Context: an optimization exercise on an open-source flow, tuned for small area and a short achievable clock period. The choices shown serve that exercise and are no tape-out recipe.
Where RTL was checked, it was by simulation tests only, not by an equivalence proof against the original.
Power figures rest on the tool's default switching activity, not on a simulated workload.

## main
==> module fma_add_bk, before the edit <==
module fma_add_bk #(
    parameter int W = 8
) (
    input  logic [W-1:0] a,
    input  logic [W-1:0] b,
    input  logic         cin,
    output logic [W-1:0] sum
);
    logic [W-1:0] p0, g, p;
    always_comb begin
        p0 = a ^ b;
        g  = a & b;
        p  = p0;
        g[0] = g[0] | (p[0] & cin);
        for (int l = 0; (1 << l) < W; l++) begin
            for (int i = (2 << l) - 1; i < W; i += (2 << l)) begin
                g[i] = g[i] | (p[i] & g[i - (1 << l)]);
                p[i] = p[i] & p[i - (1 << l)];
            end
        end
        for (int l = $clog2(W) - 2; l >= 0; l--) begin
            for (int i = (3 << l) - 1; i < W; i += (2 << l)) begin
                g[i] = g[i] | (p[i] & g[i - (1 << l)]);
                p[i] = p[i] & p[i - (1 << l)];
            end
        end
        sum[0] = p0[0] ^ cin;
        for (int i = 1; i < W; i++) begin
            sum[i] = p0[i] ^ g[i-1];
        end
    end
endmodule
clock: 8.0 ns
lec_check: 0
abc_area: 1
cap_margin: 20
core_margin: 2
core_utilization: 40
cts_cluster_diameter: 100
cts_cluster_size: 28
setup_slack_margin: 4.8
slew_margin: 20
run.sh (not shown) runs the stock make flow with config.mk's settings and CLKGATE_MAP_FILE= SYNTH_SCRIPT=/design/flow/synth_recipe.tcl, a recipe that flattens the netlist after the stock synthesis.
The following lists how the feature branch was set up differently from main:
==> flow/design.v, changed modules only <==
module fma_add_bk #(
    parameter int W = 8
) (
    input  logic [W-1:0] a,
    input  logic [W-1:0] b,
    input  logic         cin,
    output logic [W-1:0] sum
);
    logic [W-1:0] p0, g, p;
    always_comb begin
        p0 = a ^ b;
        g  = a & b;
        p  = p0;
        g[0] = g[0] | (p[0] & cin);
        for (int l = 0; (1 << l) < W; l++) begin
            for (int i = (2 << l) - 1; i < W; i += (2 << l)) begin
                g[i] = g[i] | (p[i] & g[i - (1 << l)]);
                p[i] = p[i] & p[i - (1 << l)];
            end
        end
        for (int l = 4; l >= 0; l--) begin                   
            for (int i = (3 << l) - 1; i < W; i += (2 << l)) begin
                g[i] = g[i] | (p[i] & g[i - (1 << l)]);
                p[i] = p[i] & p[i - (1 << l)];
            end
        end
        sum[0] = p0[0] ^ cin;
        for (int i = 1; i < W; i++) begin
            sum[i] = p0[i] ^ g[i-1];
        end
    end
endmodule
### Flow results
As far as share of the clock period used by the worst path after layout goes, the feature branch and main are indistinguishable; the numbers are identical.
As far as global routing usage on met2 goes, main and the feature branch are indistinguishable; the numbers are identical.
Count of port buffers added during placement came out exactly the same in the feature branch and main.
Register bit count reported by yosys: the feature branch vs main identical
Compared the feature branch against main; first-pass GRT wire length within noise.
Per the comparison of the feature branch with main, post-synthesis share of cell area spent on and, or, nand and nor gates saw little to no change; final non-filler cell total neither gained nor lost much; row count was more or less identical; overall power of the completed layout level; global-route met1 utilization was more or less identical.
Diff the feature branch..main | final critical-path setup slack | unchanged
Between the feature branch and main, the proportion of layout cells with a drive suffix above 1 does not differ in any meaningful way.
On static leakage, the feature branch and main are basically level.
Reported for the feature branch and main, cell area turned out identical to the last digit.
For main, only the layout was checked, not whether the RTL still works.

--- another note on this design; it stands on its own ---

old:
Design fp16_fma_top, start of the top module:
module fp16_fma_top (
    input  logic        clk,
    input  logic        rst_n,
    input  logic        in_valid,
    input  logic [15:0] a,
    input  logic [15:0] b,
    input  logic [15:0] c,
    output logic [15:0] result,
    output logic        out_valid
);
For scale: about 2300 cells after synthesis, roughly 68 I/O pins, ~22000 sq um of cells after synthesis.
export LEC_CHECK = 0
export CAP_MARGIN = 20
export CORE_MARGIN = 2
export CORE_UTILIZATION = 65
export PLACE_DENSITY = 0.75
export SETUP_SLACK_MARGIN = 4.8
export SLEW_MARGIN = 20
create_clock -name core_clock -period 8.0 [get_ports {clk}]
run.sh (not shown) runs the stock make flow with config.mk's settings and CLKGATE_MAP_FILE= SYNTH_SCRIPT=/design/flow/synth_recipe.tcl, a recipe that flattens the netlist after the stock synthesis.
old ran to completion and came out clean on the timing, design-rule and antenna checks.
#### Input delta (new over old)
# old
export LEC_CHECK = 0
export CAP_MARGIN = 20
export CORE_MARGIN = 2
export CORE_UTILIZATION = 65
export PLACE_DENSITY = 0.75
export SETUP_SLACK_MARGIN = 4.8
export SLEW_MARGIN = 20
create_clock -name core_clock -period 8.0 [get_ports {clk}]
# new
export LEC_CHECK = 0
export CAP_MARGIN = 20
export CORE_MARGIN = 2
export CORE_UTILIZATION = 65
export PLACE_DENSITY = 0.75
export SETUP_SLACK_MARGIN = 5.0
export SLEW_MARGIN = 20
create_clock -name core_clock -period 8.0 [get_ports {clk}]
--- outcome ---
- In new the total design power turned out about 1.2% higher than in old.
- Minimum clock period after layout, new and old: lower on new
- Cell type of the slowest stage on the worst timing path = sky130_fd_sc_hd__fa_2: old; cell type of the slowest stage on the worst timing path = sky130_fd_sc_hd__fa_1: new
- new vs. old: global-route usage went up by 0.27 points.
No run of this note included a check of the RTL's function; only the layout flow was run.

Another version of the RTL of fp16_fma_top (not shown whole).
Size in the first run: about 2300 cells after synthesis, about 390 flip-flops, about 68 I/O pins, about 0.021 mm2 of cells after synthesis.
export LEC_CHECK = 0
export CAP_MARGIN = 20
export CORE_MARGIN = 2
export CORE_UTILIZATION = 40
export SETUP_SLACK_MARGIN = 4.8
export SLEW_MARGIN = 20
create_clock -name core_clock -period 8.0 [get_ports {clk}]
The baseline went through all stages and came out clean.
Then changed:
Settings changed: CTS_CLUSTER_DIAMETER set to 100, CTS_CLUSTER_SIZE set to 28.
After rerunning: Power came out lower by 9.7%. Non-clock buffer count came out lower by 4. Clock-buffer cell count came out lower by 30. Final cell count came out lower by 1.6%. Global-route usage came out lower by 0.46 points.
Then changed:
Settings changed: ABC_AREA set to 1, SETUP_SLACK_MARGIN 4.8 to 4.6.
Non-clock buffer count goes up by 13. Cell count goes up by 17%. Global-route usage goes up by 1.3 points.
Then changed:
Settings changed: ABC_AREA 1 to unset, CTS_BUF_LIST set to sky130_fd_sc_hd__clkbuf_4 sky130_fd_sc_hd__clkbuf_8, CTS_CLUSTER_DIAMETER 100 to unset, CTS_CLUSTER_SIZE 28 to unset, SETUP_SLACK_MARGIN 4.6 to 4.8.
Result: The new run completed without violations. Final area climbs by 3.4%. Register-to-register slack hardly moves. Routed wire length drops by 4.1%. Worst hold slack degrades by 0.023 ns. Combinational power climbs by about 3%. Flip-flop and latch count stays the same. Power climbs by 11%. Clock skew climbs by 0.023 ns. Non-clock buffer count drops by 13. Die area climbs by 0.45%.

Starting RTL as in the previous note.
Settings: LEC_CHECK=0, ABC_AREA=1, CAP_MARGIN=20, CORE_MARGIN=2, CORE_UTILIZATION=40, CTS_CLUSTER_DIAMETER=100, CTS_CLUSTER_SIZE=28, SETUP_SLACK_MARGIN=5.0, SLEW_MARGIN=20; clock period 8.0 ns.
The starting point completed without violations.
Edit:
Settings changed: SETUP_SLACK_MARGIN 5.0 to 4.8.
What happened: The new run passed the timing, design-rule and antenna checks; synthesized area does not change; synthesized cell count does not change; via count barely changes; global-route usage fell by 0.34 points.

==> what the ideal ports hide <==
The flow's constraints put no driver on any port. The routed layouts listed below were extracted and timed again, unchanged, in two steps.
Step 1 assumes that a clkbuf_16 drives the clock port and a buf_2 every other input.
Step 2, shift: input delay + t, output delay - t, t = (earliest + latest rising clock arrival at the registers) / 2. This alone moves slack from input paths to output paths.
Slacks: ideal / step 1 / step 2; pairs: ideal / step 1.
| run | t, ns | setup WS [ns] | pins driven straight from the clock port |
|---|---|---|---|
| main | 0.600 | 4.816 / 4.816 / 4.288 | 1 |
| the feature branch | 0.600 | 4.816 / 4.816 / 4.288 | 1 |
| old | 0.588 | 4.663 / 4.663 / 4.263 | 1 |
| new | 0.589 | 4.815 / 4.815 / 4.444 | 1 |
| the first run of note 3 | 0.617 | 4.713 / 4.713 / 4.220 | 1 |
| the second run of note 3 | 0.599 | 4.709 / 4.709 / 4.258 | 1 |
| the third run of note 3 | 0.603 | 4.682 / 4.689 / 4.085 | 1 |
| the fourth run of note 3 | 0.671 | 4.700 / 4.700 / 4.189 | 1 |
| the first run of note 4 | 0.611 | 4.839 / 4.839 / 4.314 | 1 |
| the second run of note 4 | 0.601 | 4.796 / 4.796 / 4.294 | 1 |
After both steps every run listed still meets setup and hold. The setup slack of the third run of note 3, which loses most, moves by +0.007 ns with the drivers and by -0.597 ns with both steps.
